Background: an optimization exercise with open tools, aiming at small area, a short achievable clock period and few clock cycles per item. Do not read the settings as production practice. RTL that was checked went through simulation tests only; none was proved equivalent to the original. The RTL of runs 4 and 5 was laid out without a check of its function. Power is estimated from default activity; no workload was simulated.

==> run.sh <==
#!/bin/bash
# synth_recipe.tcl (not shown) runs the flow's synth.tcl, then flattens the netlist and writes it again
# the make line also repeats each setting of config.mk as NAME=value (left out here)
make -C /OpenROAD-flow-scripts/flow DESIGN_CONFIG=/design/flow/config.mk WORK_HOME=/design/flow/orfs CLKGATE_MAP_FILE= SYNTH_SCRIPT=/design/flow/synth_recipe.tcl finish
==> config.mk <==
export PLATFORM = sky130hd
export DESIGN_NAME = tga_truecolor_rle_decoder_core
export DESIGN_NICKNAME = tga_truecolor_rle_decoder_core
export VERILOG_FILES = /design/flow/design.v
export SDC_FILE = /design/flow/constraint.sdc
export NUM_CORES = 4
export LEC_CHECK = 0
export CAP_MARGIN = 20
export CORE_MARGIN = 2
export CORE_UTILIZATION = 40
export SETUP_SLACK_MARGIN = 4.0
export SLEW_MARGIN = 20
==> constraint.sdc <==
create_clock -name core_clock -period 7.5 [get_ports {clk}]
set_input_delay 1.5000 -clock core_clock [delete_from_list [all_inputs] [get_ports {clk}]]
set_output_delay 1.5000 -clock core_clock [all_outputs]
set_load 0.01 [all_outputs]
==> design.v <==
package tgarle_pkg;
  localparam logic [1:0] KIND_HEADER      = 2'd0;
  localparam logic [1:0] KIND_RUN         = 2'd1;
  localparam logic [1:0] KIND_BAD_TYPE    = 2'd2;
  localparam logic [1:0] KIND_UNSUPPORTED = 2'd3;
  localparam logic [7:0] TYPE_TRUECOLOUR = 8'd2;
  localparam logic [7:0] TYPE_RLE        = 8'd10;
  localparam logic [7:0] DEPTH_24        = 8'd24;
  localparam logic [7:0] DEPTH_32        = 8'd32;
  localparam logic [7:0] OPAQUE_ALPHA   = 8'hff;
endpackage
module tgarle_row_div (
  input  logic [4:0]  rem_in,      
  input  logic [1:0]  bits_in,     
  input  logic [6:0]  w_low,       
  input  logic        w_big,       
  input  logic [1:0]  dcap_in,
  input  logic [1:0]  row_bits,    
  input  logic        last,        
  output logic [6:0]  rem_out,
  output logic [1:0]  q_out,
  output logic [1:0]  dcap_out
);
  logic [6:0] x;
  logic [7:0] d1;
  logic [8:0] d2;
  logic [9:0] d3;
  logic       ge1, ge2, ge3;
  logic       take1, take2;
  logic [1:0] da1, dm, da2;
  assign x  = {rem_in, bits_in};
  assign d1 = {1'b0, x} - {1'b0, w_low};
  assign d2 = {2'b00, x} - {1'b0, w_low, 1'b0};
  logic [9:0] ca, cb, cc, cs, cy;
  assign ca = {3'b000, x};
  assign cb = ~{2'b00, w_low, 1'b0};
  assign cc = ~{3'b000, w_low};
  assign cs = ca ^ cb ^ cc;
  assign cy = {(ca[8:0] & cb[8:0]) | (ca[8:0] & cc[8:0]) | (cb[8:0] & cc[8:0]), 1'b0};
  assign d3 = cs + cy + 10'd2;
  assign ge1 = !w_big && !d1[7];
  assign ge2 = !w_big && !d2[8];
  assign ge3 = !w_big && !d3[9];
  assign take1 = ge2 && (dcap_in != 2'd0);
  assign da1   = dcap_in - {1'b0, take1};
  assign dm    = (da1 != 2'd0) ? 2'd2 : {1'b0, row_bits[1]};
  assign take2 = (take1 ? ge3 : ge1) && (dm != 2'd0);
  assign da2   = dm - {1'b0, take2};
  assign dcap_out = last ? da2 : ((da2 != 2'd0) ? 2'd2 : {1'b0, row_bits[0]});
  assign q_out = {take1, take2};
  always_comb begin
    case ({take1, take2})
      2'b00:   rem_out = x;
      2'b01:   rem_out = d1[6:0];
      2'b10:   rem_out = d2[6:0];
      default: rem_out = d3[6:0];
    endcase
  end
endmodule
module tga_truecolor_rle_decoder_core (
  input  logic        clk,
  input  logic        rst,
  input  logic        byte_valid,
  output logic        byte_stall,
  input  logic [7:0]  data_byte,
  input  logic        start_of_file,
  output logic        result_valid,
  input  logic        result_stall,
  output logic [1:0]  result_kind,
  output logic [31:0] pixel_rgba,
  output logic [15:0] dest_row,
  output logic [15:0] dest_column,
  output logic [7:0]  run_length,
  output logic [15:0] image_width,
  output logic [15:0] image_height,
  output logic        image_done
);
  localparam logic [2:0] PH_IDLE = 3'd0;
  localparam logic [2:0] PH_HDR  = 3'd1;
  localparam logic [2:0] PH_SKIP = 3'd2;
  localparam logic [2:0] PH_PKT  = 3'd3;
  localparam logic [2:0] PH_PIX  = 3'd4;
  logic [2:0]  phase;
  logic [4:0]  hpos;         
  logic [7:0]  cnt;          
  logic [15:0] wid;
  logic [15:0] prow;         
  logic [15:0] pcol;
  logic [7:0]  crem;         
  logic        rle, alpha, badtype, unsup, prun;
  logic        pend;         
  logic        busy;
  logic [1:0]  step;
  logic [1:0]  dcap;
  logic [6:0]  ra;           
  logic [7:0]  rq;           
  logic        vld;
  logic [1:0]  kind;
  logic [31:0] rgba;
  logic [15:0] orow;
  logic [15:0] ocol;
  logic [7:0]  olen;
  logic        odone;
  logic        w1, w_big;
  logic        accept;
  logic        free;
  logic [2:0]  ph_eff;
  logic [4:0]  hp_eff;
  logic        complete;
  logic        hdr_emit;
  logic        fire_raw, fire_run, fire;
  assign w1       = (wid == 16'd1);
  assign w_big    = (wid[15:7] != 9'd0);
  assign free     = !vld || !result_stall;
  assign byte_stall = (vld && result_stall) || (pend && busy);
  assign accept   = byte_valid && !byte_stall;
  assign ph_eff   = start_of_file ? PH_HDR : phase;
  assign hp_eff   = start_of_file ? 5'd0 : hpos;
  assign complete = (hpos[1:0] == (alpha ? 2'd3 : 2'd2));
  assign hdr_emit = accept && !start_of_file && (phase == PH_HDR) && (hpos == 5'd17);
  assign fire_raw = accept && !start_of_file && (phase == PH_PIX) && complete && !(rle && prun);
  assign fire_run = pend && !busy && free;
  assign fire     = fire_raw || fire_run;
  logic [6:0] r_next;
  logic [1:0] q_next;
  logic [1:0] d_init, d_in, d_next;
  logic [1:0] rbits;
  logic       d_last;
  always_comb begin
    if (w1) d_init = (prow[15:8] != 8'd0) ? 2'd2 : {1'b0, prow[7]};
    else    d_init = (prow[15:6] != 10'd0) ? 2'd2 : {1'b0, prow[5]};
    d_in   = (step == 2'd0) ? d_init : dcap;
    d_last = 1'b0;
    case ({w1, step})
      3'b000:  rbits = prow[4:3];                                  
      3'b001:  rbits = prow[2:1];                                  
      3'b010:  begin rbits = {prow[0], 1'b0}; d_last = 1'b1; end   
      3'b100:  rbits = prow[6:5];                                  
      3'b101:  rbits = prow[4:3];                                  
      3'b110:  rbits = prow[2:1];                                  
      default: begin rbits = {prow[0], 1'b0}; d_last = 1'b1; end   
    endcase
  end
  tgarle_row_div u_step (
    .rem_in (ra[4:0]), .bits_in (rq[7:6]), .w_low (wid[6:0]), .w_big (w_big),
    .dcap_in (d_in), .row_bits (rbits), .last (d_last),
    .rem_out (r_next), .q_out (q_next), .dcap_out (d_next)
  );
  logic        c_wrap;
  logic [6:0]  t_low;
  logic [16:0] s_add;
  logic [15:0] s_col;
  logic        f_done;
  logic [7:0]  want;
  logic [7:0]  len_done;
  logic [7:0]  f_len;
  logic [15:0] col_next;
  logic [7:0]  lo0, lo1;
  logic [8:0]  up_dec;
  logic [15:0] row_dec0, row_dec1, row_dec;
  logic [7:0]  la, lb, lc, ls, lcy;
  always_comb begin
    c_wrap = !crem[7] && (ra >= crem[6:0]);
    t_low  = ra - crem[6:0];                      
    s_add  = {pcol, 1'b1} + {9'd0, ra, 1'b1};     
    s_col  = s_add[16:1];
    col_next = c_wrap ? {9'd0, t_low} : s_col;
    f_done = c_wrap && (prun ? (dcap == 2'd0) : (prow == 16'd0));
    want   = prun ? cnt : 8'd1;
    la  = want;
    lb  = crem;
    lc  = ~{1'b0, ra};
    ls  = la ^ lb ^ lc;
    lcy = {(la[6:0] & lb[6:0]) | (la[6:0] & lc[6:0]) | (lb[6:0] & lc[6:0]), 1'b0};
    len_done = ls + lcy + 8'd1;                  
    f_len  = f_done ? len_done : want;
    lo0    = {1'b0, prow[6:0]} - {1'b0, rq[6:0]};
    lo1    = {1'b0, prow[6:0]} + {1'b0, ~rq[6:0]};
    up_dec = prow[15:7] - 9'd1;
    row_dec0 = {lo0[7] ? up_dec : prow[15:7], lo0[6:0]};
    row_dec1 = {lo1[7] ? prow[15:7] : up_dec, lo1[6:0]};
    row_dec  = c_wrap ? row_dec1 : row_dec0;
  end
  logic [15:0] crem_full;
  assign crem_full = wid + ~pcol;
  always_ff @(posedge clk) begin
    crem <= (crem_full[15:7] != 9'd0) ? 8'd128 : {1'b0, crem_full[6:0]};
  end
  always_ff @(posedge clk) begin
    if (rst) begin
      phase <= PH_IDLE;
      pend  <= 1'b0;
      busy  <= 1'b0;
      vld   <= 1'b0;
    end else begin
      if (fire || hdr_emit) begin
        vld <= 1'b1;
      end else if (!result_stall) begin
        vld <= 1'b0;
      end
      if (busy) begin
        step <= step + 2'd1;
        dcap <= d_next;
        ra   <= r_next;
        rq   <= {rq[5:0], q_next};
        if (d_last) begin
          busy <= 1'b0;
        end
      end
      if (fire) begin
        pend <= 1'b0;
        pcol <= col_next;
        prow <= row_dec;
      end
      if (accept) begin
        case (ph_eff)
          PH_HDR: begin
            case (hp_eff)
              5'd0:  cnt <= data_byte;
              5'd1:  unsup <= (data_byte != 8'd0);
              5'd2: begin
                rle     <= (data_byte == tgarle_pkg::TYPE_RLE);
                badtype <= (data_byte != tgarle_pkg::TYPE_TRUECOLOUR) &&
                           (data_byte != tgarle_pkg::TYPE_RLE);
              end
              5'd12: wid[7:0]   <= data_byte;
              5'd13: wid[15:8]  <= data_byte;
              5'd14: prow[7:0]  <= data_byte;
              5'd15: prow[15:8] <= data_byte;
              5'd16: begin
                alpha <= (data_byte == tgarle_pkg::DEPTH_32);
                unsup <= unsup || ((data_byte != tgarle_pkg::DEPTH_24) &&
                                   (data_byte != tgarle_pkg::DEPTH_32));
              end
              default: begin
              end
            endcase
            if (start_of_file) begin
              busy <= 1'b0;
              rq   <= 8'd0;
            end
            if (hp_eff == 5'd17) begin
              hpos <= 5'd0;
              rgba <= 32'd0;
              ra   <= 7'd0;
              rq   <= 8'd0;
              prun <= 1'b0;
              pcol <= 16'd0;
              prow <= row_dec1;                   
              if (badtype || unsup || (wid == 16'd0) || (prow == 16'd0)) begin
                phase <= PH_IDLE;
              end else if (cnt != 8'd0) begin
                phase <= PH_SKIP;
              end else begin
                phase <= rle ? PH_PKT : PH_PIX;
              end
            end else begin
              hpos  <= hp_eff + 5'd1;
              phase <= PH_HDR;
            end
          end
          PH_SKIP: begin
            cnt <= cnt - 8'd1;
            if (cnt == 8'd1) begin
              phase <= rle ? PH_PKT : PH_PIX;
            end
          end
          PH_PKT: begin
            cnt   <= {1'b0, data_byte[6:0]} + 8'd1;
            prun  <= data_byte[7];
            phase <= PH_PIX;
            step  <= 2'd0;
            if (data_byte[7]) begin
              busy <= 1'b1;
              if (w1) begin
                ra <= 7'd0;
                rq <= {1'b0, data_byte[6:0]};
              end else begin
                ra <= {6'd0, data_byte[6]};
                rq <= {data_byte[5:0], 2'b00};
              end
            end else begin
              busy <= 1'b0;
              ra   <= 7'd0;
              rq   <= 8'd0;
            end
          end
          PH_PIX: begin
            case (hpos[1:0])
              2'd0: rgba[15:8]  <= data_byte;
              2'd1: rgba[23:16] <= data_byte;
              2'd2: begin
                rgba[31:24] <= data_byte;
                if (!alpha) rgba[7:0] <= tgarle_pkg::OPAQUE_ALPHA;
              end
              default: rgba[7:0] <= data_byte;
            endcase
            if (!complete) begin
              hpos <= hpos + 5'd1;
            end else begin
              hpos <= 5'd0;
              if (rle && prun) begin
                pend  <= 1'b1;
                phase <= PH_PKT;
              end else if (rle) begin
                if (cnt == 8'd1) begin
                  phase <= PH_PKT;
                end else begin
                  cnt <= cnt - 8'd1;
                end
              end
            end
          end
          default: begin
          end
        endcase
      end
      if (fire && f_done && !(accept && start_of_file)) begin
        phase <= PH_IDLE;
      end
    end
  end
  always_ff @(posedge clk) begin
    if (hdr_emit) begin
      kind  <= badtype ? tgarle_pkg::KIND_BAD_TYPE :
               unsup   ? tgarle_pkg::KIND_UNSUPPORTED : tgarle_pkg::KIND_HEADER;
      orow  <= prow;
      ocol  <= 16'd0;
      olen  <= 8'd0;
      odone <= !badtype && !unsup && ((wid == 16'd0) || (prow == 16'd0));
    end else if (fire) begin
      kind  <= tgarle_pkg::KIND_RUN;
      orow  <= prow;
      ocol  <= pcol;
      olen  <= f_len;
      odone <= f_done;
    end
  end
  logic hdr_kind;
  assign hdr_kind     = (kind != tgarle_pkg::KIND_RUN);
  assign result_valid = vld;
  assign result_kind  = kind;
  assign pixel_rgba   = rgba;
  assign dest_row     = hdr_kind ? 16'd0 : orow;
  assign dest_column  = ocol;
  assign run_length   = olen;
  assign image_width  = hdr_kind ? wid : 16'd0;
  assign image_height = hdr_kind ? orow : 16'd0;
  assign image_done   = odone;
endmodule
==> results_tabular.tex, run 1 <==
\begin{tabular}{lr}
\hline
Metric & Value \\
\hline
\multicolumn{2}{l}{\textbf{Status}} \\
Status & complete, no violations \\
\multicolumn{2}{l}{\textbf{Routing}} \\
Wire length reported by the detailed router & 38100 um \\
1st-iter DRT viols & between 1000 and 1500 \\
Vias & 10900 \\
Wire length per cell & 20.0 um \\
Vias per std cell & 5.73 \\
Post-route antenna net violation count & 0 \\
Drt first pass iters & 7 \\
Post-detailed-route DRC marker count & 0 \\
\multicolumn{2}{l}{\textbf{Synthesis}} \\
Register bit total from synthesis & 174 \\
Share of synthesized registers carrying an async set or reset & 0\% \\
Mapped Avg Cell Area & 9.18 um2 \\
Cell type contributing the most total cell area after synthesis & edfxtp\_1 \\
Main area contributors after synthesis & edfxtp\_1, ha\_1, dfxtp\_1 \\
Total nets after synthesis & roughly 1500 \\
Sequential area share after synthesis & 39.1\% \\
Number of standard cells after synthesis & 1350 \\
Number of synthesis warnings & 2 \\
Synth cell types & 75 \\
Ys flop type & edfxtp\_1 \\
Netlist area before placement & around 12000 um2 \\
Area fraction of the dominant cell type after synthesis & 33.0\% \\
Number of enable flip-flop cells after synthesis & 136 \\
Count leader, synth & edfxtp\_1 \\
Top post-synthesis cells by count & edfxtp\_1, nor2\_1, inv\_1 \\
\multicolumn{2}{l}{\textbf{Clock tree}} \\
Hold-fix buffers at CTS & 0 \\
CTS max path bufs & 2 \\
Number of sinks handled by clock tree synthesis & 174 \\
Clock insertion delay at the later pin of the skew report & 450 ps \\
Clock slew at the register clock pins of the worst setup and hold paths & 70 ps \\
H-tree depth & 4 \\
Total clock buffers created by CTS & 17 \\
CTS tree & done \\
Root buffer selected by CTS & clkbuf\_16 \\
\multicolumn{2}{l}{\textbf{Worst setup path}} \\
Worst-path maximum fanout & 3 \\
Startpoint types & primary input \\
Nature of the critical path endpoint & primary output \\
Type of the worst setup path & in2out \\
Data required time of the worst path & 6000 ps \\
Arr. time, crit path & about 2000 ps \\
\multicolumn{2}{l}{\textbf{Timing}} \\
Final worst setup slack & roughly 4000 ps \\
RSZ-0062 raised after global routing & yes \\
Number of pins exceeding their max-slew limit in the final report & 0 \\
Minimum clock period after layout & roughly 3500 ps \\
Transition time of the tightest slew-check pin & 1140 ps \\
Skew final & approximately 11 ps \\
Sum of negative setup slack & 0 ps \\
Maximum achievable frequency & approximately 0.29 GHz \\
Final cycle utilization of the critical path & a little under half \\
Worst slew margin relative to its limit & 23.7\% \\
Final-report setup violation count & 0 \\
Number of hold violations in the final report & 0 \\
\multicolumn{2}{l}{\textbf{Floorplanning}} \\
Count of boundary I/O pins & 122 \\
Number of standard-cell rows in the floorplan & 64 \\
Die width & 180 um \\
Area of the placeable core & 30500 um2 \\
Starting density of the core & 40.6\% \\
Die Y-Extent & 180 um \\
DIE AREA & 32400 um2 \\
\multicolumn{2}{l}{\textbf{Min path}} \\
Hold WC Path Type & reg2reg \\
\multicolumn{2}{l}{\textbf{Global routing}} \\
Vias in the first global route & about 10000 \\
First-pass GRT wire length & $\sim$58000 um \\
Total grt overflow & 0 \\
Global-route usage over all layers & between 20\% and 30\% \\
Largest net degree at the start of global routing & 50 \\
Antenna violations before repair & 0 \\
\multicolumn{2}{l}{\textbf{Placed design}} \\
Final estimated routing congestion in global placement & 0.921 \\
Number of buffer cells added on primary ports & 121 \\
Sum of net half-perimeters after detailed placement & 26000 um \\
Post-placement setup slack & 2070 ps \\
\multicolumn{2}{l}{\textbf{Finish}} \\
Final Net Count & 1619 \\
Antenna Cells & 0 \\
Area Overhead vs Synth & 24.3\% \\
Fraction of layout instances using a drive strength above 1 & approximately an eighth \\
\multicolumn{2}{l}{\textbf{Power}} \\
Switching power & 746 uW \\
Power share of the sequential group & 45.2\% \\
Switching share of total power & a little under a third \\
Internal power consumption & 1.72 mW \\
Pwr per Cell Area & 160 nW/um2 \\
Clock power share & between 30 and 40\% \\
Maximum vdd ir drop & 151 uV \\
Leak & 5.89 nW \\
Combinational share of power & between 10\% and 20\% \\
\multicolumn{2}{l}{\textbf{Flow run}} \\
Number of max-cap violations & 0 \\
\hline
\end{tabular}
[final cells by class]
class / count / area [um2]
clock buffer: 18 / 439
timing repair buffer: 182 / 1740
tap: 396 / 495
inverter: 120 / 455
fill: 2815 / 15100
sequential: 174 / 4840
multi-input combinational: 999 / 7280
clock inverter: 14 / 146
[power groups by stage]
| stage | combinational (mW) | sequential (mW) | clock, mW |
|---|---|---|---|
| 5_1_grt | 0.498 | 1.12 | 0.953 |
| 4_1_cts | 0.422 | 1.11 | 0.918 |
| 3_5_place_dp | 0.399 | 1.14 | 0 |
| 2_1_floorplan | 0.284 | 1.13 | 0 |
| 6_report | 0.451 | 1.11 | 0.901 |
| 3_3_place_gp | 0.392 | 1.14 | 0 |
[registers in the layout (all words and copies together) (netlist names), 16 cells and up]
register	cells
rgba	32
prow	16
pcol	16
wid	16
orow	16
ocol	16
[cells by family (layout without fill, tap and decap cells)]
| family | count (synthesis) | after routing | synth area share, % |
|---|---|---|---|
| AO/OA/AOI/OAI | 346 | 346 | 18.3 |
| XOR/XNOR | 74 | 74 | 5.23 |
| adder cells (fa/ha/maj) | 112 | 112 | 12.6 |
| buffers and inverters | 177 | 334 | 5.50 |
| flip-flops | 174 | 174 | 39.1 |
| multiplexers | 23 | 23 | 1.88 |
| AND/OR/NAND/NOR | 444 | 444 | 17.3 |
[metrics by stage]
stage / cells / total power [mW] / instance area, um2 / hold slack (ps) / util, %
3_5_place_dp: 1823 / 1.54 / 14000 / 445 / 45.9
5_1_grt: 1903 / 2.57 / 15400 / 478 / 50.5
2_1_floorplan: 1350 / 1.41 / 12400 / 421 / -
6_report: 1903 / 2.46 / 15400 / 450 / 50.5
4_1_cts: 1876 / 2.45 / 14900 / 455 / 48.9
3_3_place_gp: 1823 / 1.53 / 14000 / 438 / 45.8
[per-layer routing]
layer,share of wire (%),up-vias,global-route usage [%]
met1,45,5299,31.4
met2,44,413,35.9
li1,-,5115,-
met5,0,-,0
met3,7.8,72,4.88
met4,2.7,0,7.54
[cells in the final DEF, fill, tap and decap left out, drive strengths merged, types with 7 or more instances in the layout]
| master | Yosys | layout |
|---|---|---|
| edfxtp | 136 | 136 |
| nor2 | 131 | 131 |
| inv | 120 | 128 |
| clkdlybuf4s50 | 0 | 116 |
| nand2 | 112 | 112 |
| a21oi | 105 | 105 |
| ha | 90 | 90 |
| o21ai | 75 | 75 |
| buf | 12 | 61 |
| and2 | 52 | 52 |
| xnor2 | 44 | 44 |
| dfxtp | 38 | 38 |
| nand3 | 36 | 36 |
| nor3 | 32 | 32 |
| xor2 | 30 | 30 |
| a211oi | 27 | 27 |
| a21o | 24 | 24 |
| fa | 22 | 22 |
| mux2i | 21 | 21 |
| clkbuf | 45 | 20 |
| nand2b | 15 | 15 |
| nor2b | 12 | 12 |
| and3 | 12 | 12 |
| a22oi | 12 | 12 |
| nand4 | 10 | 10 |
| o22ai | 10 | 10 |
| nor4 | 10 | 10 |
| o21a | 9 | 9 |
| a221o | 8 | 8 |
| a21boi | 8 | 8 |
| o31ai | 7 | 7 |
| o211ai | 7 | 7 |
| o21bai | 7 | 7 |
[timing repair]
| item | CTS | global route |
|---|---|---|
| buffers inserted | 20 | 26 |
| gates resized for setup | 58 | 48 |
| pin swaps | 9 | 15 |
| endpoints found under the setup margin | 220 | 114 |
| gates cloned | 1 | 1 |
[critical path: stages]
cell,delay [ps]
buf_6,100
a22oi_2,180
inv_1,70
buf_2,140
[worst paths after layout]
kind	start	end	slack (ps)	cells past startpoint
max	result_stall	byte_stall	4010	4
min	olen[0]	olen[0]	450	2
max reg2reg	wid[1]	crem[2]	4100	11
min reg2reg	olen[0]	olen[0]	450	2
Testbench counts, summed over its fixed seeds: cycles 128,051, bytes 128,035.
==> inputs of run 2 (changes only) <==
==> flow/run.sh (new file) <==
#!/bin/bash
# The standard layout, with plain buf_1 cells as the port buffers (the
# default picks a clkdlybuf4s50_1 delay cell for every port).  Repair still
# upsizes any port buffer that timing needs.
set -euo pipefail
export BUFFER_PORTS_ARGS="-buffer_cell sky130_fd_sc_hd__buf_1"
bash standard.sh > standard_flow.log 2>&1
==> standard.sh (new file) <==
#!/bin/bash
# synth_recipe.tcl (not shown) runs the flow's synth.tcl, then flattens the netlist and writes it again
# the make line also repeats each setting of config.mk as NAME=value (left out here)
make -C /OpenROAD-flow-scripts/flow DESIGN_CONFIG=/design/flow/config.mk WORK_HOME=/design/flow/orfs CLKGATE_MAP_FILE= SYNTH_SCRIPT=/design/flow/synth_recipe.tcl "${@:-finish}"
removed: run.sh
==> results_tabular.tex, run 2 <==
\begin{tabular}{lr}
\hline
Metric & Value \\
\hline
\multicolumn{2}{l}{\textbf{Timing}} \\
Sum of negative setup slack & 0 ps (unchanged) \\
Number of hold violations in the final report & 0 (unchanged) \\
Minimum clock period after layout & 3500 ps (was 3490 ps) \\
Maximum achievable frequency & 0.285 GHz (was 0.286 GHz) \\
Worst slew margin relative to its limit & 35.7\% (was 23.7\%) \\
Final-report setup violation count & 0 (unchanged) \\
Skew final & 14.4 ps (was 10.5 ps) \\
Final cycle utilization of the critical path & 46.7\% (was 46.5\%) \\
RSZ-0062 raised after global routing & yes (unchanged) \\
Number of pins exceeding their max-slew limit in the final report & 0 (unchanged) \\
Worst-case hold slack & 450 ps (about the same) \\
Transition time of the tightest slew-check pin & 964 ps (was 1140 ps) \\
\multicolumn{2}{l}{\textbf{Worst setup path}} \\
Worst-path maximum fanout & 3 (unchanged) \\
Data required time of the worst path & 6000 ps (about the same) \\
Nature of the critical path endpoint & primary output (unchanged) \\
Arr. time, crit path & 2000 ps (was 1990 ps) \\
Type of the worst setup path & in2out (unchanged) \\
Startpoint types & primary input (unchanged) \\
\multicolumn{2}{l}{\textbf{Routing}} \\
Post-detailed-route DRC marker count & 0 (unchanged) \\
Drt first pass iters & 6 (was 7) \\
Wire length per cell & 20.1 um (was 20.0 um) \\
Wire length reported by the detailed router & 38100 um (about the same) \\
Vias per std cell & 5.70 (was 5.73) \\
Post-route antenna net violation count & 0 (unchanged) \\
1st-iter DRT viols & 1237 (was 1100) \\
Vias & 10800 (was 10900) \\
\multicolumn{2}{l}{\textbf{Synthesis}} \\
Total nets after synthesis & 1475 (unchanged) \\
Synth cell types & 75 (unchanged) \\
Cell type contributing the most total cell area after synthesis & edfxtp\_1 (unchanged) \\
Sequential area share after synthesis & 39.1\% (unchanged) \\
Number of enable flip-flop cells after synthesis & 136 (unchanged) \\
Netlist area before placement & 12400 um2 (unchanged) \\
Ys flop type & edfxtp\_1 (unchanged) \\
Mapped Avg Cell Area & 9.18 um2 (unchanged) \\
Count leader, synth & edfxtp\_1 (unchanged) \\
Number of standard cells after synthesis & 1350 (unchanged) \\
Share of synthesized registers carrying an async set or reset & 0\% (unchanged) \\
Area fraction of the dominant cell type after synthesis & 33.0\% (unchanged) \\
Register bit total from synthesis & 174 (unchanged) \\
Main area contributors after synthesis & edfxtp\_1, ha\_1, dfxtp\_1 (unchanged) \\
Number of synthesis warnings & 2 (unchanged) \\
Top post-synthesis cells by count & edfxtp\_1, nor2\_1, inv\_1 (unchanged) \\
\multicolumn{2}{l}{\textbf{Finish}} \\
Final Net Count & 1618 (was 1619) \\
Top reg by flops & rgba (unchanged) \\
Antenna Cells & 0 (unchanged) \\
Post-route cell area & 14600 um2 (was 15400 um2) \\
Flip-flop count of the largest register after layout & 32 (unchanged) \\
Finished Core Util & 47.9\% (was 50.5\%) \\
Area Overhead vs Synth & 17.9\% (was 24.3\%) \\
Top library cells by usage in the layout, fill and taps aside & edfxtp\_1, nor2\_1, buf\_1 (was edfxtp\_1, nor2\_1, clkdlybuf4s50\_1) \\
Leading cell type in the layout, fill and taps excluded & edfxtp\_1 (unchanged) \\
Fraction of layout instances using a drive strength above 1 & 12.1\% (was 11.7\%) \\
\multicolumn{2}{l}{\textbf{Floorplanning}} \\
Die width & 180 um (unchanged) \\
Starting density of the core & 40.6\% (unchanged) \\
Count of boundary I/O pins & 122 (unchanged) \\
DIE AREA & 32400 um2 (unchanged) \\
Area of the placeable core & 30500 um2 (unchanged) \\
Number of standard-cell rows in the floorplan & 64 (unchanged) \\
Die Y-Extent & 180 um (unchanged) \\
\multicolumn{2}{l}{\textbf{Clock tree}} \\
Number of sinks handled by clock tree synthesis & 174 (unchanged) \\
Total clock buffers created by CTS & 17 (unchanged) \\
CTS tree & done (unchanged) \\
CTS max path bufs & 2 (unchanged) \\
Clock insertion delay at the later pin of the skew report & 450 ps (about the same) \\
Root buffer selected by CTS & clkbuf\_16 (unchanged) \\
H-tree depth & 4 (unchanged) \\
Hold-fix buffers at CTS & 0 (unchanged) \\
Clock slew at the register clock pins of the worst setup and hold paths & 70 ps (about the same) \\
\multicolumn{2}{l}{\textbf{Global routing}} \\
First-pass GRT wire length & 58600 um (was 58200 um) \\
Total grt overflow & 0 (unchanged) \\
Global-route usage over all layers & 23.1\% (was 22.9\%) \\
Largest net degree at the start of global routing & 61 (was 50) \\
Antenna violations before repair & 0 (unchanged) \\
Vias in the first global route & 10100 (was 10300) \\
\multicolumn{2}{l}{\textbf{Placed design}} \\
Area after detailed placement & 13200 um2 (was 14000 um2) \\
Sum of net half-perimeters after detailed placement & 26700 um (was 26000 um) \\
Final estimated routing congestion in global placement & 0.923 (was 0.921) \\
Number of buffer cells added on primary ports & 121 (unchanged) \\
\multicolumn{2}{l}{\textbf{Power}} \\
Post-route total power & 2.51 mW (was 2.46 mW) \\
Maximum vdd ir drop & 119 uV (was 151 uV) \\
Pwr per Cell Area & 172 nW/um2 (was 160 nW/um2) \\
Leak & 5.57 nW (was 5.89 nW) \\
\multicolumn{2}{l}{\textbf{Min path}} \\
Hold WC Path Type & reg2reg (unchanged) \\
\multicolumn{2}{l}{\textbf{Status}} \\
Status & complete, no violations (unchanged) \\
\multicolumn{2}{l}{\textbf{Flow run}} \\
Number of max-cap violations & 0 (unchanged) \\
\hline
\end{tabular}
[run 2: cell type report]
class	instances	area (um2)
fillers	2878	15900
multi-input cells	999	7260
flip-flops and latches	174	4840
inverters	120	457
clock inverters	11	155
clock buffers	21	450
repair buffers	181	947
well taps	396	495
[run 2: timing repair]
action | in CTS | in global routing
gates resized for setup | 47 | 58
buffers inserted | 30 | 15
gates cloned | 0 | 0
setup endpoints to repair | 178 | 70
pin swaps | 15 | 15
[run 2: cells by family after synthesis]
kind of cell    Yosys count  synth area share (%)
compound gates          346                  18.3
xor+xnor                 74                  5.23
fa+ha+maj               112                  12.6
buf+inv                 177                  5.50
flops                   174                  39.1
mux                      23                  1.88
simple gates            444                  17.3
[run 2: final timing paths]
path	start	to	slack [ps]	cells after the start
max reg2reg	wid[2]	ra[6]	4000	14
max	result_stall	byte_stall	4000	4
min	olen[2]	olen[2]	450	2
min reg2reg	olen[2]	olen[2]	450	2
[run 2: layer usage]
layer	vias to the layer above	routed length, um	track usage [%]
met3	50	2700	4.40
met5	-	0	0
li1	5120	-	-
met1	5220	17200	32.1
met2	459	17500	37.0
met4	0	770	6.11
[run 2: worst max-delay path, cell delays in order]
cell     delay (ps)
buf_6           100
a22oi_2         200
inv_1            60
buf_2           140
[run 2: report_power, final]
group | switching (mW) | internal [mW]
sequential | 0.0396 | 1.07
combinational | 0.265 | 0.180
clock | 0.414 | 0.538
[run 2: stage by stage]
stage / std cells / setup slack [ps]
2_1_floorplan: 1350 / 3980
3_3_place_gp: 1825 / 2730
3_5_place_dp: 1825 / 2610
4_1_cts: 1887 / 3970
5_1_grt: 1902 / 3930
6_report: 1902 / 4000
==> inputs of run 3 (changes only) <==
--- a/design.v
+++ b/design.v
@@ -13,6 +13,7 @@
   input  logic [4:0]  rem_in,      
   input  logic [1:0]  bits_in,     
   input  logic [6:0]  w_low,       
+  input  logic [8:0]  w_three,     
   input  logic        w_big,       
   input  logic [1:0]  dcap_in,
   input  logic [1:0]  row_bits,    
@@ -31,13 +32,7 @@
   assign x  = {rem_in, bits_in};
   assign d1 = {1'b0, x} - {1'b0, w_low};
   assign d2 = {2'b00, x} - {1'b0, w_low, 1'b0};
-  logic [9:0] ca, cb, cc, cs, cy;
-  assign ca = {3'b000, x};
-  assign cb = ~{2'b00, w_low, 1'b0};
-  assign cc = ~{3'b000, w_low};
-  assign cs = ca ^ cb ^ cc;
-  assign cy = {(ca[8:0] & cb[8:0]) | (ca[8:0] & cc[8:0]) | (cb[8:0] & cc[8:0]), 1'b0};
-  assign d3 = cs + cy + 10'd2;
+  assign d3 = {3'b000, x} - {1'b0, w_three};
   assign ge1 = !w_big && !d1[7];
   assign ge2 = !w_big && !d2[8];
   assign ge3 = !w_big && !d3[9];
@@ -87,6 +82,7 @@
   logic [15:0] prow;         
   logic [15:0] pcol;
   logic [7:0]  crem;         
+  logic [8:0]  w3;           
   logic        rle, alpha, badtype, unsup, prun;
   logic        pend;         
   logic        busy;
@@ -101,6 +97,7 @@
   logic [15:0] ocol;
   logic [7:0]  olen;
   logic        odone;
+  logic        hk;           
   logic        w1, w_big;
   logic        accept;
   logic        free;
@@ -112,8 +109,8 @@
   assign w1       = (wid == 16'd1);
   assign w_big    = (wid[15:7] != 9'd0);
   assign free     = !vld || !result_stall;
-  assign byte_stall = (vld && result_stall) || (pend && busy);
-  assign accept   = byte_valid && !byte_stall;
+  assign byte_stall = result_stall;
+  assign accept   = byte_valid && !result_stall;
   assign ph_eff   = start_of_file ? PH_HDR : phase;
   assign hp_eff   = start_of_file ? 5'd0 : hpos;
   assign complete = (hpos[1:0] == (alpha ? 2'd3 : 2'd2));
@@ -126,23 +123,25 @@
   logic [1:0] d_init, d_in, d_next;
   logic [1:0] rbits;
   logic       d_last;
+  logic [6:0] dvd;
+  logic [7:0] w1_diff;
+  logic       w1_cap;
   always_comb begin
-    if (w1) d_init = (prow[15:8] != 8'd0) ? 2'd2 : {1'b0, prow[7]};
-    else    d_init = (prow[15:6] != 10'd0) ? 2'd2 : {1'b0, prow[5]};
+    d_init = (prow[15:6] != 10'd0) ? 2'd2 : {1'b0, prow[5]};
     d_in   = (step == 2'd0) ? d_init : dcap;
     d_last = 1'b0;
-    case ({w1, step})
-      3'b000:  rbits = prow[4:3];                                  
-      3'b001:  rbits = prow[2:1];                                  
-      3'b010:  begin rbits = {prow[0], 1'b0}; d_last = 1'b1; end   
-      3'b100:  rbits = prow[6:5];                                  
-      3'b101:  rbits = prow[4:3];                                  
-      3'b110:  rbits = prow[2:1];                                  
+    case (step)
+      2'd0:    rbits = prow[4:3];                                  
+      2'd1:    rbits = prow[2:1];                                  
       default: begin rbits = {prow[0], 1'b0}; d_last = 1'b1; end   
     endcase
+    dvd     = {ra[0], rq[7:2]};
+    w1_diff = {1'b0, dvd} - {1'b0, prow[6:0]};
+    w1_cap  = (prow[15:7] == 9'd0) && !w1_diff[7];      
   end
   tgarle_row_div u_step (
-    .rem_in (ra[4:0]), .bits_in (rq[7:6]), .w_low (wid[6:0]), .w_big (w_big),
+    .rem_in (ra[4:0]), .bits_in (rq[7:6]), .w_low (wid[6:0]), .w_three (w3),
+    .w_big (w_big),
     .dcap_in (d_in), .row_bits (rbits), .last (d_last),
     .rem_out (r_next), .q_out (q_next), .dcap_out (d_next)
   );
@@ -185,6 +184,7 @@
   assign crem_full = wid + ~pcol;
   always_ff @(posedge clk) begin
     crem <= (crem_full[15:7] != 9'd0) ? 8'd128 : {1'b0, crem_full[6:0]};
+    w3   <= {2'b00, wid[6:0]} + {1'b0, wid[6:0], 1'b0};
   end
   always_ff @(posedge clk) begin
     if (rst) begin
@@ -200,11 +200,18 @@
       end
       if (busy) begin
         step <= step + 2'd1;
-        dcap <= d_next;
-        ra   <= r_next;
-        rq   <= {rq[5:0], q_next};
-        if (d_last) begin
+        if (w1) begin
+          dcap <= w1_cap ? 2'd0 : 2'd1;
+          ra   <= w1_cap ? w1_diff[6:0] : 7'd0;
+          rq   <= {1'b0, w1_cap ? prow[6:0] : dvd};
           busy <= 1'b0;
+        end else begin
+          dcap <= d_next;
+          ra   <= r_next;
+          rq   <= {rq[5:0], q_next};
+          if (d_last) begin
+            busy <= 1'b0;
+          end
         end
       end
       if (fire) begin
@@ -272,13 +279,8 @@
             step  <= 2'd0;
             if (data_byte[7]) begin
               busy <= 1'b1;
-              if (w1) begin
-                ra <= 7'd0;
-                rq <= {1'b0, data_byte[6:0]};
-              end else begin
-                ra <= {6'd0, data_byte[6]};
-                rq <= {data_byte[5:0], 2'b00};
-              end
+              ra   <= {6'd0, data_byte[6]};
+              rq   <= {data_byte[5:0], 2'b00};
             end else begin
               busy <= 1'b0;
               ra   <= 7'd0;
@@ -322,6 +324,7 @@
   end
   always_ff @(posedge clk) begin
     if (hdr_emit) begin
+      hk    <= 1'b1;
       kind  <= badtype ? tgarle_pkg::KIND_BAD_TYPE :
                unsup   ? tgarle_pkg::KIND_UNSUPPORTED : tgarle_pkg::KIND_HEADER;
       orow  <= prow;
@@ -329,6 +332,7 @@
       olen  <= 8'd0;
       odone <= !badtype && !unsup && ((wid == 16'd0) || (prow == 16'd0));
     end else if (fire) begin
+      hk    <= 1'b0;
       kind  <= tgarle_pkg::KIND_RUN;
       orow  <= prow;
       ocol  <= pcol;
@@ -336,15 +340,13 @@
       odone <= f_done;
     end
   end
-  logic hdr_kind;
-  assign hdr_kind     = (kind != tgarle_pkg::KIND_RUN);
   assign result_valid = vld;
   assign result_kind  = kind;
   assign pixel_rgba   = rgba;
-  assign dest_row     = hdr_kind ? 16'd0 : orow;
+  assign dest_row     = hk ? 16'd0 : orow;
   assign dest_column  = ocol;
   assign run_length   = olen;
-  assign image_width  = hdr_kind ? wid : 16'd0;
-  assign image_height = hdr_kind ? orow : 16'd0;
+  assign image_width  = hk ? wid : 16'd0;
+  assign image_height = hk ? orow : 16'd0;
   assign image_done   = odone;
 endmodule
--- a/config.mk
+++ b/config.mk
@@ -8,5 +8,5 @@
 export CAP_MARGIN = 20
 export CORE_MARGIN = 2
 export CORE_UTILIZATION = 40
-export SETUP_SLACK_MARGIN = 4.0
+export SETUP_SLACK_MARGIN = 4.3
 export SLEW_MARGIN = 20
==> results_tabular.tex, run 3 <==
\begin{tabular}{lr}
\hline
Metric & Value \\
\hline
\multicolumn{2}{l}{\textbf{Status}} \\
Status & complete, no violations (unchanged) \\
\multicolumn{2}{l}{\textbf{Synthesis}} \\
Register bit total from synthesis & 184 (was 174) \\
Share of synthesized registers carrying an async set or reset & 0\% (unchanged) \\
Area fraction of the dominant cell type after synthesis & 30.7\% (was 33.0\%) \\
Number of standard cells after synthesis & 1442 (was 1350) \\
Number of enable flip-flop cells after synthesis & 136 (unchanged) \\
Ys flop type & edfxtp\_1 (unchanged) \\
Cell type contributing the most total cell area after synthesis & edfxtp\_1 (unchanged) \\
Main area contributors after synthesis & edfxtp\_1, ha\_1, dfxtp\_1 (unchanged) \\
Netlist area before placement & 13300 um2 (was 12400 um2) \\
Synth cell types & 95 (was 75) \\
Total nets after synthesis & 1573 (was 1475) \\
Top post-synthesis cells by count & edfxtp\_1, nor2\_1, nand2\_1 (was edfxtp\_1, nor2\_1, inv\_1) \\
Sequential area share after synthesis & 37.9\% (was 39.1\%) \\
Mapped Avg Cell Area & 9.22 um2 (was 9.18 um2) \\
Number of synthesis warnings & 2 (unchanged) \\
Count leader, synth & edfxtp\_1 (unchanged) \\
\multicolumn{2}{l}{\textbf{Worst setup path}} \\
R2r setup slk & 4270 ps (was 4000 ps) \\
Arr. time, crit path & 3420 ps (was 2000 ps) \\
Timing endpoint of the critical path & dcap[0] (was byte\_stall) \\
Startpoint types & register (was primary input) \\
Reg-to-Reg Start & wid[1] (was wid[2]) \\
Nature of the critical path endpoint & register (was primary output) \\
Number of cells on the worst reg-to-reg path & 13 (was 14) \\
Worst reg2reg path endpoint & dcap[0] (was ra[6]) \\
Type of the worst setup path & reg2reg (was in2out) \\
Start point of the critical path & wid[1] (was result\_stall) \\
Worst-path maximum fanout & 6 (was 3) \\
Data required time of the worst path & 7680 ps (was 6000 ps) \\
\multicolumn{2}{l}{\textbf{Placed design}} \\
Area after detailed placement & 14400 um2 (was 13200 um2) \\
Sum of net half-perimeters after detailed placement & 29300 um (was 26700 um) \\
Number of buffer cells added on primary ports & 121 (unchanged) \\
Final estimated routing congestion in global placement & 0.883 (was 0.923) \\
Placed cell count & 1958 (was 1825) \\
\multicolumn{2}{l}{\textbf{Routing}} \\
Wire length reported by the detailed router & 41600 um (was 38100 um) \\
Post-route antenna net violation count & 0 (unchanged) \\
Wire length per cell & 20.0 um (was 20.1 um) \\
Post-detailed-route DRC marker count & 0 (unchanged) \\
Vias per std cell & 5.67 (was 5.70) \\
Drt first pass iters & 6 (unchanged) \\
Vias & 11800 (was 10800) \\
1st-iter DRT viols & 1029 (was 1237) \\
\multicolumn{2}{l}{\textbf{Global routing}} \\
Largest net degree at the start of global routing & 43 (was 61) \\
Vias in the first global route & 11500 (was 10100) \\
Antenna violations before repair & 0 (unchanged) \\
Total grt overflow & 0 (unchanged) \\
First-pass GRT wire length & 64500 um (was 58600 um) \\
Global-route usage over all layers & 23.6\% (was 23.1\%) \\
\multicolumn{2}{l}{\textbf{Finish}} \\
Area Overhead vs Synth & 20.4\% (was 17.9\%) \\
Antenna Cells & 0 (unchanged) \\
Non-filler instance count after layout & 2079 (was 1902) \\
Top reg by flops & rgba (unchanged) \\
Finished Core Util & 49.1\% (was 47.9\%) \\
FF+latch area & 5050 um2 (was 4840 um2) \\
Post-route cell area & 16000 um2 (was 14600 um2) \\
Top library cells by usage in the layout, fill and taps aside & edfxtp\_1, nor2\_1, nand2\_1 (was edfxtp\_1, nor2\_1, buf\_1) \\
Number of fill cells in the layout & 3038 (was 2878) \\
Flip-flop count of the largest register after layout & 32 (unchanged) \\
Fraction of layout instances using a drive strength above 1 & 14.5\% (was 12.1\%) \\
Final Net Count & 1755 (was 1618) \\
Area of combinational cells with multiple inputs & 8060 um2 (was 7260 um2) \\
Leading cell type in the layout, fill and taps excluded & edfxtp\_1 (unchanged) \\
\multicolumn{2}{l}{\textbf{Clock tree}} \\
Hold-fix buffers at CTS & 0 (unchanged) \\
Number of sinks handled by clock tree synthesis & 184 (was 174) \\
CTS tree & done (unchanged) \\
Total clock buffers created by CTS & 17 (unchanged) \\
Root buffer selected by CTS & clkbuf\_16 (unchanged) \\
CTS max path bufs & 2 (unchanged) \\
Clock slew at the register clock pins of the worst setup and hold paths & 80 ps (was 70 ps) \\
H-tree depth & 4 (unchanged) \\
Clock insertion delay at the later pin of the skew report & 460 ps (was 450 ps) \\
\multicolumn{2}{l}{\textbf{Timing}} \\
Final cycle utilization of the critical path & 43.1\% (was 46.7\%) \\
Sum of negative setup slack & 0 ps (unchanged) \\
Maximum achievable frequency & 0.309 GHz (was 0.285 GHz) \\
Skew final & 15.5 ps (was 14.4 ps) \\
RSZ-0062 raised after global routing & yes (unchanged) \\
Worst slew margin relative to its limit & 24.0\% (was 35.7\%) \\
Transition time of the tightest slew-check pin & 1140 ps (was 964 ps) \\
Number of hold violations in the final report & 0 (unchanged) \\
Number of pins exceeding their max-slew limit in the final report & 0 (unchanged) \\
Minimum clock period after layout & 3230 ps (was 3500 ps) \\
Final-report setup violation count & 0 (unchanged) \\
\multicolumn{2}{l}{\textbf{Floorplanning}} \\
DIE AREA & 34700 um2 (was 32400 um2) \\
Die Y-Extent & 186 um (was 180 um) \\
Starting density of the core & 40.8\% (was 40.6\%) \\
Count of boundary I/O pins & 122 (unchanged) \\
Die width & 186 um (was 180 um) \\
Area of the placeable core & 32600 um2 (was 30500 um2) \\
Number of standard-cell rows in the floorplan & 66 (was 64) \\
\multicolumn{2}{l}{\textbf{Power}} \\
Switching share of total power & 28.8\% (was 28.6\%) \\
Internal power consumption & 1.72 mW (was 1.79 mW) \\
Power share of the sequential group & 47.1\% (was 44.4\%) \\
Switching power & 696 uW (was 718 uW) \\
Combinational share of power & 14.3\% (was 17.7\%) \\
Maximum vdd ir drop & 173 uV (was 119 uV) \\
Post-route total power & 2.42 mW (was 2.51 mW) \\
Clock power share & 38.6\% (was 37.9\%) \\
Leak & 6.38 nW (was 5.57 nW) \\
Pwr per Cell Area & 151 nW/um2 (was 172 nW/um2) \\
\multicolumn{2}{l}{\textbf{Min path}} \\
Hold WC Path Type & reg2reg (unchanged) \\
\multicolumn{2}{l}{\textbf{Flow run}} \\
Number of max-cap violations & 0 (unchanged) \\
\hline
\end{tabular}
## run 3: cell types whose count changed after synthesis, sizes merged, moves of 8 or more
cell,previous run,this run
nor2b,12,34
nand2,112,129
a211oi,27,13
nand3,36,24
and2,52,42
dfxtp,38,48
ha,90,100
o21a,9,18
a31oi,5,13
o21bai,7,15
## run 3: worst max-delay path: stages (launching register included)
cell        delay (ps)
edfxtp_1           480
clkinvlp_4         160
buf_4              190
ha_1               280
a21o_1             210
a41o_1             270
o41a_1             470
nor2_4             170
nor2_4              60
ha_1               190
xor2_1             210
o21ai_0            110
o21ai_0             80
a21oi_1             90
## run 3: power groups by stage
stage | clock network, mW | registers, mW | logic, mW
global placement | 0 | 1.16 | 0.301
detailed placement | 0 | 1.17 | 0.308
finish | 0.933 | 1.14 | 0.347
global route | 0.977 | 1.14 | 0.382
floorplan | 0 | 1.15 | 0.233
CTS | 0.944 | 1.14 | 0.325
## run 3: worst min path at each step
stage                  start  endpoint  slack (ps)  cells after the start
finish              ocol[15]  ocol[15]         450                      2
global route        ocol[12]  ocol[12]         470                      2
CTS                 ocol[15]  ocol[15]         450                      2
detailed placement   ocol[6]   ocol[6]         450                      2
global placement    ocol[10]  ocol[10]         440                      2
floorplan           prow[10]  orow[10]         420                      0
## run 3: routing by layer
| layer | up-vias | global-route usage, % | part of all wire [%] |
|---|---|---|---|
| met5 | - | 0 | 0 |
| met4 | 0 | 8.34 | 2.7 |
| met3 | 68 | 3.42 | 6.4 |
| met2 | 457 | 40.1 | 49 |
| met1 | 5728 | 30.5 | 42 |
| li1 | 5540 | - | - |
## run 3: per-stage QoR
step | worst slack [ps] | hold WS, ps
after global placement | 2640 | 440
after CTS | 4300 | 454
after global routing | 4170 | 469
final | 4270 | 451
after floorplan | 3810 | 421
after detailed placement | 2570 | 445
## run 3: repair_timing
| item | 4_1_cts | 5_1_grt |
|---|---|---|
| setup buffers | 42 | 43 |
| pin swaps | 9 | 19 |
| cloned | 4 | 0 |
| gates resized for setup | 38 | 46 |
| endpoints found under the setup margin | 201 | 127 |
## run 3: layout make-up
cell class	count	area share, %
Clock buffer	17	2.66
Clock inverter	15	0.985
Timing Repair Buffer	221	8.23
Sequential cell	184	31.5
Multi-Input combinational cell	1086	50.4
Tap cell	442	3.46
Inverter	114	2.73
## run 3: logic make-up after synthesis
family                   Yosys count  synth area share, %
buffers and inverters            172                 5.04
adder cells (fa/ha/maj)          118                 12.1
AO/OA/AOI/OAI                    395                 20.3
AND/OR/NAND/NOR                  469                 17.5
XOR/XNOR                          79                 5.20
flip-flops                       184                 37.9
multiplexers                      25                 1.92
Testbench counts of run 3, summed over its fixed seeds: cycles 128,044, bytes 128,035.
==> inputs of run 4 (changes only) <==
--- a/design.v
+++ b/design.v
@@ -80,7 +80,10 @@
   logic [7:0]  cnt;          
   logic [15:0] wid;
   logic [15:0] prow;         
-  logic [15:0] pcol;
+  logic [15:0] pcol;         
+  logic        cpend;        
+  logic        cwrap;        
+  logic [6:0]  cadd;         
   logic [7:0]  crem;         
   logic [8:0]  w3;           
   logic        rle, alpha, badtype, unsup, prun;
@@ -94,7 +97,6 @@
   logic [1:0]  kind;
   logic [31:0] rgba;
   logic [15:0] orow;
-  logic [15:0] ocol;
   logic [7:0]  olen;
   logic        odone;
   logic        hk;           
@@ -161,9 +163,9 @@
   always_comb begin
     c_wrap = !crem[7] && (ra >= crem[6:0]);
     t_low  = ra - crem[6:0];                      
-    s_add  = {pcol, 1'b1} + {9'd0, ra, 1'b1};     
+    s_add  = {pcol, 1'b1} + {9'd0, cadd, 1'b1};   
     s_col  = s_add[16:1];
-    col_next = c_wrap ? {9'd0, t_low} : s_col;
+    col_next = cwrap ? {9'd0, cadd} : s_col;
     f_done = c_wrap && (prun ? (dcap == 2'd0) : (prow == 16'd0));
     want   = prun ? cnt : 8'd1;
     la  = want;
@@ -190,6 +192,7 @@
     if (rst) begin
       phase <= PH_IDLE;
       pend  <= 1'b0;
+      cpend <= 1'b0;
       busy  <= 1'b0;
       vld   <= 1'b0;
     end else begin
@@ -214,10 +217,16 @@
           end
         end
       end
+      if (cpend && free) begin
+        cpend <= 1'b0;
+        pcol  <= col_next;
+      end
       if (fire) begin
-        pend <= 1'b0;
-        pcol <= col_next;
-        prow <= row_dec;
+        pend  <= 1'b0;
+        prow  <= row_dec;
+        cpend <= 1'b1;
+        cwrap <= c_wrap;
+        cadd  <= c_wrap ? t_low : ra;
       end
       if (accept) begin
         case (ph_eff)
@@ -328,14 +337,12 @@
       kind  <= badtype ? tgarle_pkg::KIND_BAD_TYPE :
                unsup   ? tgarle_pkg::KIND_UNSUPPORTED : tgarle_pkg::KIND_HEADER;
       orow  <= prow;
-      ocol  <= 16'd0;
       olen  <= 8'd0;
       odone <= !badtype && !unsup && ((wid == 16'd0) || (prow == 16'd0));
     end else if (fire) begin
       hk    <= 1'b0;
       kind  <= tgarle_pkg::KIND_RUN;
       orow  <= prow;
-      ocol  <= pcol;
       olen  <= f_len;
       odone <= f_done;
     end
@@ -344,7 +351,7 @@
   assign result_kind  = kind;
   assign pixel_rgba   = rgba;
   assign dest_row     = hk ? 16'd0 : orow;
-  assign dest_column  = ocol;
+  assign dest_column  = pcol;
   assign run_length   = olen;
   assign image_width  = hk ? wid : 16'd0;
   assign image_height = hk ? orow : 16'd0;
==> results_tabular.tex, run 4 <==
\begin{tabular}{lr}
\hline
Metric & Value \\
\hline
\multicolumn{2}{l}{\textbf{Power}} \\
Switching power & 699 uW (was 696 uW) \\
Leak & 6.25 nW (was 6.38 nW) \\
Pwr per Cell Area & 152 nW/um2 (was 151 nW/um2) \\
Clock power share & 38.8\% (was 38.6\%) \\
Internal power consumption & 1.67 mW (was 1.72 mW) \\
Switching share of total power & 29.5\% (was 28.8\%) \\
Combinational share of power & 14.5\% (was 14.3\%) \\
Maximum vdd ir drop & 114 uV (was 173 uV) \\
Power share of the sequential group & 46.7\% (was 47.1\%) \\
\multicolumn{2}{l}{\textbf{Synthesis}} \\
Ys flop type & edfxtp\_1 (unchanged) \\
Total nets after synthesis & 1535 (was 1573) \\
Area fraction of the dominant cell type after synthesis & 33.2\% (was 30.7\%) \\
Number of synthesis warnings & 2 (unchanged) \\
Number of standard cells after synthesis & 1404 (was 1442) \\
Top post-synthesis cells by count & nor2\_1, edfxtp\_1, inv\_1 (was edfxtp\_1, nor2\_1, nand2\_1) \\
Number of enable flip-flop cells after synthesis & 144 (was 136) \\
Synth cell types & 88 (was 95) \\
Mapped Avg Cell Area & 9.28 um2 (was 9.22 um2) \\
Cell type contributing the most total cell area after synthesis & edfxtp\_1 (unchanged) \\
Register bit total from synthesis & 177 (was 184) \\
Sequential area share after synthesis & 38.2\% (was 37.9\%) \\
Main area contributors after synthesis & edfxtp\_1, ha\_1, dfxtp\_1 (unchanged) \\
Count leader, synth & nor2\_1 (was edfxtp\_1) \\
Share of synthesized registers carrying an async set or reset & 0\% (unchanged) \\
Netlist area before placement & 13000 um2 (was 13300 um2) \\
\multicolumn{2}{l}{\textbf{Worst setup path}} \\
Number of buffer and inverter stages on the critical path & 2 (unchanged) \\
Crit-path cells & buf\_12, buf\_6 (was clkinvlp\_4, buf\_4, ha\_1, a21o\_1, a41o\_1, o41a\_1, nor2\_4, nor2\_4, ha\_1, xor2\_1, o21ai\_0, o21ai\_0, a21oi\_1) \\
Critical Path Max Stage Delay & 120 ps (was 480 ps) \\
Number of cells on the worst reg-to-reg path & 9 (was 13) \\
Start point of the critical path & result\_stall (was wid[1]) \\
Arr. time, crit path & 1740 ps (was 3420 ps) \\
Slowest cell on the critical path & buf\_6 (was edfxtp\_1) \\
Worst reg2reg path endpoint & ra[5] (was dcap[0]) \\
Reg-to-Reg Start & prow[11] (was wid[1]) \\
Timing endpoint of the critical path & byte\_stall (was dcap[0]) \\
Type of the worst setup path & in2out (was reg2reg) \\
Number of cells on the critical path & 2 (was 13) \\
Crit-path leading delay family & buffers and inverters (was compound AO/OA/AOI/OAI gates) \\
Startpoint types & primary input (was register) \\
Nature of the critical path endpoint & primary output (was register) \\
Data required time of the worst path & 6000 ps (was 7680 ps) \\
R2r setup slk & 4330 ps (was 4270 ps) \\
Worst-path maximum fanout & 5 (was 6) \\
\multicolumn{2}{l}{\textbf{Routing}} \\
Post-detailed-route DRC marker count & 0 (unchanged) \\
Drt first pass iters & 5 (was 6) \\
Vias per std cell & 5.56 (was 5.67) \\
Wire length reported by the detailed router & 40100 um (was 41600 um) \\
1st-iter DRT viols & 868 (was 1029) \\
Vias & 11300 (was 11800) \\
Wire length per cell & 19.7 um (was 20.0 um) \\
Post-route antenna net violation count & 0 (unchanged) \\
\multicolumn{2}{l}{\textbf{Finish}} \\
Area of combinational cells with multiple inputs & 7760 um2 (was 8060 um2) \\
Post-route cell area & 15600 um2 (was 16000 um2) \\
Number of fill cells in the layout & 3086 (was 3038) \\
Top reg by flops & rgba (unchanged) \\
Leading cell type in the layout, fill and taps excluded & nor2\_1 (was edfxtp\_1) \\
Antenna Cells & 0 (unchanged) \\
Non-filler instance count after layout & 2039 (was 2079) \\
Fraction of layout instances using a drive strength above 1 & 14.0\% (was 14.5\%) \\
Area Overhead vs Synth & 19.8\% (was 20.4\%) \\
Top library cells by usage in the layout, fill and taps aside & nor2\_1, edfxtp\_1, buf\_1 (was edfxtp\_1, nor2\_1, nand2\_1) \\
Final Net Count & 1715 (was 1755) \\
FF+latch area & 4980 um2 (was 5050 um2) \\
Flip-flop count of the largest register after layout & 32 (unchanged) \\
\multicolumn{2}{l}{\textbf{Global routing}} \\
Largest net degree at the start of global routing & 49 (was 43) \\
Antenna violations before repair & 0 (unchanged) \\
Total grt overflow & 0 (unchanged) \\
Global-route usage over all layers & 23.6\% (about the same) \\
First-pass GRT wire length & 60800 um (was 64500 um) \\
Vias in the first global route & 10600 (was 11500) \\
\multicolumn{2}{l}{\textbf{Clock tree}} \\
Root buffer selected by CTS & clkbuf\_16 (unchanged) \\
H-tree depth & 4 (unchanged) \\
Clock slew at the register clock pins of the worst setup and hold paths & 70 ps (was 80 ps) \\
CTS max path bufs & 2 (unchanged) \\
Number of sinks handled by clock tree synthesis & 177 (was 184) \\
Hold-fix buffers at CTS & 0 (unchanged) \\
CTS tree & done (unchanged) \\
Clock insertion delay at the later pin of the skew report & 450 ps (was 460 ps) \\
Total clock buffers created by CTS & 17 (unchanged) \\
\multicolumn{2}{l}{\textbf{Timing}} \\
Final cycle utilization of the critical path & 43.1\% (about the same) \\
Worst slew margin relative to its limit & 44.7\% (was 24.0\%) \\
Final worst setup slack & 4260 ps (was 4270 ps) \\
Number of hold violations in the final report & 0 (unchanged) \\
Minimum clock period after layout & 3240 ps (was 3230 ps) \\
RSZ-0062 raised after global routing & yes (unchanged) \\
Transition time of the tightest slew-check pin & 828 ps (was 1140 ps) \\
Final-report setup violation count & 0 (unchanged) \\
Maximum achievable frequency & 0.309 GHz (about the same) \\
Skew final & 14.5 ps (was 15.5 ps) \\
Number of pins exceeding their max-slew limit in the final report & 0 (unchanged) \\
Sum of negative setup slack & 0 ps (unchanged) \\
\multicolumn{2}{l}{\textbf{Floorplanning}} \\
Die width & 185 um (was 186 um) \\
Area of the placeable core & 32300 um2 (was 32600 um2) \\
Die Y-Extent & 185 um (was 186 um) \\
Count of boundary I/O pins & 122 (unchanged) \\
Number of standard-cell rows in the floorplan & 66 (unchanged) \\
Starting density of the core & 40.4\% (was 40.8\%) \\
DIE AREA & 34000 um2 (was 34700 um2) \\
\multicolumn{2}{l}{\textbf{Placed design}} \\
Area after detailed placement & 14000 um2 (was 14400 um2) \\
Number of buffer cells added on primary ports & 121 (unchanged) \\
Final estimated routing congestion in global placement & 0.896 (was 0.883) \\
Post-placement setup slack & 2920 ps (was 2570 ps) \\
Sum of net half-perimeters after detailed placement & 28300 um (was 29300 um) \\
Placed cell count & 1925 (was 1958) \\
\multicolumn{2}{l}{\textbf{Min path}} \\
Depth of the worst hold-timing path & 2 (unchanged) \\
Hold WC Path Type & reg2reg (unchanged) \\
\multicolumn{2}{l}{\textbf{Flow run}} \\
Number of max-cap violations & 0 (unchanged) \\
\multicolumn{2}{l}{\textbf{Status}} \\
Status & complete, no violations (unchanged) \\
\hline
\end{tabular}
==> run 4: cell count changes after synthesis, moves of 11 or more <==
cell	change
nor2_1	+22
nand2_1	-26
dfxtp_1	-15
o22ai_1	-11
a21o_1	-14
a21oi_1	-28
==> run 4: cell type report <==
class                           instances  area share (%)
Tap cell                              442            3.54
Clock buffer                           17            2.72
Multi-Input combinational cell       1057            49.7
Clock inverter                         15            1.17
Sequential cell                       177            31.9
Timing Repair Buffer                  218            8.23
Inverter                              113            2.76
==> run 4: timing repair <==
action,CTS,global route
hold endpoints to repair,0,0
gates cloned,1,0
pin swaps,17,18
gates resized for setup,45,28
buffers inserted,42,39
endpoints found under the setup margin,153,58
==> run 4: cells by family after synthesis <==
group / count (synthesis) / share of synthesized area [%]
multiplexers: 23 / 1.89
buffers and inverters: 170 / 5.18
AND/OR/NAND/NOR: 478 / 17.9
AO/OA/AOI/OAI: 355 / 18.9
flip-flops: 177 / 38.2
adder cells (fa/ha/maj): 118 / 12.4
XOR/XNOR: 83 / 5.58
==> run 4: routing by layer <==
layer  share of wire (%)  GRT usage (%)  vias to the layer above
met3                 7.5           4.70                       69
met4                 2.6           7.90                        0
met5                   0              0                        -
met2                  46           37.7                      437
met1                  44           31.9                     5417
li1                    -              -                     5416
==> run 4: power groups by stage <==
stage / Sequential, mW / Clock, mW / Combinational (mW)
2_1_floorplan: 1.12 / 0 / 0.225
5_1_grt: 1.11 / 0.967 / 0.376
6_report: 1.11 / 0.921 / 0.343
4_1_cts: 1.11 / 0.932 / 0.322
3_5_place_dp: 1.13 / 0 / 0.301
3_3_place_gp: 1.13 / 0 / 0.298
==> run 4: how the worst min path moves through the flow <==
stage / start / endpoint / slack, ps
floorplan: prow[11] / orow[11] / 420
global placement: hk / hk / 430
detailed placement: hk / hk / 440
CTS: hk / hk / 450
global route: hk / hk / 500
finish: hk / hk / 450
==> run 4: through the flow <==
| stage | power, mW | utilization (%) | hold WS [ps] |
|---|---|---|---|
| after global placement | 1.43 | 43.5 | 435 |
| final | 2.37 | 48.4 | 450 |
| after CTS | 2.36 | 47.0 | 450 |
| after floorplan | 1.35 | - | 421 |
| after detailed placement | 1.44 | 43.5 | 439 |
| after global routing | 2.45 | 48.4 | 503 |
==> inputs of run 5 (changes only) <==
--- a/flow/run.sh
+++ b/flow/run.sh
@@ -3,5 +3,6 @@
 # default picks a clkdlybuf4s50_1 delay cell for every port).  Repair still
 # upsizes any port buffer that timing needs.
 set -euo pipefail
+export SKIP_INCREMENTAL_REPAIR=1
 export BUFFER_PORTS_ARGS="-buffer_cell sky130_fd_sc_hd__buf_1"
 bash standard.sh > standard_flow.log 2>&1
==> results_tabular.tex, run 5 <==
\begin{tabular}{lr}
\hline
Metric & Value \\
\hline
\multicolumn{2}{l}{\textbf{Status}} \\
Status & complete, no violations (unchanged) \\
\multicolumn{2}{l}{\textbf{Placed design}} \\
Sum of net half-perimeters after detailed placement & 28300 um (unchanged) \\
Placed cell count & 1925 (unchanged) \\
\multicolumn{2}{l}{\textbf{Worst setup path}} \\
Worst-path maximum fanout & 7 (was 5) \\
Start point of the critical path & start\_of\_file (was result\_stall) \\
Arr. time, crit path & 3490 ps (was 1740 ps) \\
Startpoint types & primary input (unchanged) \\
Critical Path Max Stage Delay & 340 ps (was 120 ps) \\
Nature of the critical path endpoint & register (was primary output) \\
Slowest cell on the critical path & or3\_1 (was buf\_6) \\
Number of buffer and inverter stages on the critical path & 3 (was 2) \\
\multicolumn{2}{l}{\textbf{Global routing}} \\
First-pass GRT wire length & 60800 um (unchanged) \\
Total grt overflow & 0 (unchanged) \\
Antenna violations before repair & 1 (was 0) \\
Vias in the first global route & 10600 (unchanged) \\
Global-route usage over all layers & 23.6\% (unchanged) \\
\multicolumn{2}{l}{\textbf{Finish}} \\
Top reg by flops & rgba (unchanged) \\
Leading cell type in the layout, fill and taps excluded & nor2\_1 (unchanged) \\
Area Overhead vs Synth & 16.6\% (was 19.8\%) \\
Non-filler instance count after layout & 2002 (was 2039) \\
Flip-flop count of the largest register after layout & 32 (unchanged) \\
Top library cells by usage in the layout, fill and taps aside & nor2\_1, edfxtp\_1, buf\_1 (unchanged) \\
Fraction of layout instances using a drive strength above 1 & 10.9\% (was 14.0\%) \\
\multicolumn{2}{l}{\textbf{Clock tree}} \\
CTS tree & done (unchanged) \\
CTS max path bufs & 2 (unchanged) \\
H-tree depth & 4 (unchanged) \\
Number of instances resized during post-cts repair & 45 (unchanged) \\
Hold-fix buffers at CTS & 0 (unchanged) \\
Root buffer selected by CTS & clkbuf\_16 (unchanged) \\
Number of setup buffers added after CTS & 42 (unchanged) \\
Number of sinks handled by clock tree synthesis & 177 (unchanged) \\
\multicolumn{2}{l}{\textbf{Routing}} \\
Vias & 11200 (was 11300) \\
Wire length per cell & 19.9 um (was 19.7 um) \\
Post-detailed-route DRC marker count & 0 (unchanged) \\
Drt first pass iters & 6 (was 5) \\
Post-route antenna net violation count & 0 (unchanged) \\
Wire length reported by the detailed router & 39800 um (was 40100 um) \\
\multicolumn{2}{l}{\textbf{Synthesis}} \\
Ys flop type & edfxtp\_1 (unchanged) \\
Number of standard cells after synthesis & 1404 (unchanged) \\
Top post-synthesis cells by count & nor2\_1, edfxtp\_1, inv\_1 (unchanged) \\
Netlist area before placement & 13000 um2 (unchanged) \\
Number of synthesis warnings & 2 (unchanged) \\
Count leader, synth & nor2\_1 (unchanged) \\
Register bit total from synthesis & 177 (unchanged) \\
Synth cell types & 88 (unchanged) \\
Number of enable flip-flop cells after synthesis & 144 (unchanged) \\
Share of synthesized registers carrying an async set or reset & 0\% (unchanged) \\
Cell type contributing the most total cell area after synthesis & edfxtp\_1 (unchanged) \\
Total nets after synthesis & 1535 (unchanged) \\
\multicolumn{2}{l}{\textbf{Floorplanning}} \\
Number of standard-cell rows in the floorplan & 66 (unchanged) \\
Die width & 185 um (unchanged) \\
Die Y-Extent & 185 um (unchanged) \\
Starting density of the core & 40.4\% (unchanged) \\
Count of boundary I/O pins & 122 (unchanged) \\
Area of the placeable core & 32300 um2 (unchanged) \\
\multicolumn{2}{l}{\textbf{Timing}} \\
Final cycle utilization of the critical path & 43.9\% (was 43.1\%) \\
Worst-case hold slack & 450 ps (about the same) \\
Worst slew margin relative to its limit & 45.8\% (was 44.7\%) \\
Number of pins exceeding their max-slew limit in the final report & 0 (unchanged) \\
Maximum achievable frequency & 0.304 GHz (was 0.309 GHz) \\
Skew final & 17.2 ps (was 14.5 ps) \\
Number of hold violations in the final report & 0 (unchanged) \\
Final-report setup violation count & 0 (unchanged) \\
\multicolumn{2}{l}{\textbf{Power}} \\
Pwr per Cell Area & 155 nW/um2 (was 152 nW/um2) \\
Maximum vdd ir drop & 114 uV (about the same) \\
Power share of the sequential group & 47.0\% (was 46.7\%) \\
Combinational share of power & 13.9\% (was 14.5\%) \\
Clock power share & 39.1\% (was 38.8\%) \\
Internal power consumption & 1.66 mW (was 1.67 mW) \\
\multicolumn{2}{l}{\textbf{Min path}} \\
Start point of the worst min-delay path & hk (unchanged) \\
Hold WC Path Type & reg2reg (unchanged) \\
\hline
\end{tabular}
-- run 5: cell counts after synthesis --
Identical to the previous run, type by type.
-- run 5: per-stage QoR --
step / setup slack, ps / total power [mW] / area, um2 / utilization, %
final: 4210 / 2.36 / 15200 / 47.0
after CTS: 4250 / 2.36 / 15200 / 47.0
after floorplan: 3990 / 1.35 / 13200 / -
after global placement: 3010 / 1.43 / 14000 / 43.5
after global routing: 3990 / 2.44 / 15200 / 47.0
after detailed placement: 2920 / 1.44 / 14000 / 43.5
-- run 5: logic make-up (layout without fill, tap and decap cells) --
| logic type | count (synthesis) | after routing | share of synthesized area, % |
|---|---|---|---|
| XOR/XNOR | 83 | 83 | 5.58 |
| AO/OA/AOI/OAI | 355 | 355 | 18.9 |
| AND/OR/NAND/NOR | 478 | 478 | 17.9 |
| multiplexers | 23 | 23 | 1.89 |
| other | 0 | 2 | 0 |
| buffers and inverters | 170 | 324 | 5.18 |
| flip-flops | 177 | 177 | 38.2 |
| adder cells (fa/ha/maj) | 118 | 118 | 12.4 |
-- run 5: metal layers --
metal | vias to the layer above | global-route usage, % | share of wire, %
li1 | 5338 | - | -
met1 | 5401 | 31.9 | 43
met2 | 452 | 37.7 | 46
met3 | 53 | 4.70 | 8.0
met4 | 0 | 7.90 | 2.4
met5 | - | 0 | 0
-- run 5: path summary, 6_finish.rpt --
| kind | cells after the start | slack (ps) | end |
|---|---|---|---|
| max | 10 | 4210 | prow[10] |
| min | 2 | 450 | hk |
| max reg2reg | 14 | 4210 | dcap[0] |
| min reg2reg | 2 | 450 | hk |
-- run 5: power by group through the flow --
stage | Sequential [mW] | Combinational, mW | Clock (mW)
after floorplan | 1.12 | 0.225 | 0
after global placement | 1.13 | 0.298 | 0
after detailed placement | 1.13 | 0.301 | 0
after CTS | 1.11 | 0.322 | 0.932
after global routing | 1.11 | 0.360 | 0.966
final | 1.11 | 0.327 | 0.923
-- run 5: layout make-up --
| type | count | area [um2] |
|---|---|---|
| well taps | 442 | 553 |
| flip-flops and latches | 177 | 4980 |
| clock inverters | 15 | 183 |
| inverters | 113 | 424 |
| clock buffers | 17 | 425 |
| diodes | 2 | 5.00 |
| multi-input cells | 1057 | 7650 |
| fillers | 3129 | 17100 |
| repair buffers | 179 | 966 |
-- run 5: worst register-to-register path, delay by kind of cell, from the launching register on --
| family | cells | cell delay [ps] |
|---|---|---|
| AOI/OAI and AO/OA | 5 | 950 |
| xor gates and xnor gates | 1 | 190 |
| adders and majority gates | 2 | 510 |
| buffers and inverters | 3 | 530 |
| DFF | 1 | 470 |
| and+or+nand+nor | 3 | 410 |

Setup slack of run 5, layout unchanged: 4.207 ns with ideal ports, 4.203 ns with driving cells assumed (clock clkbuf_16, inputs buf_2), 3.742 ns with port delays also shifted by the 0.496 ns mid clock arrival.
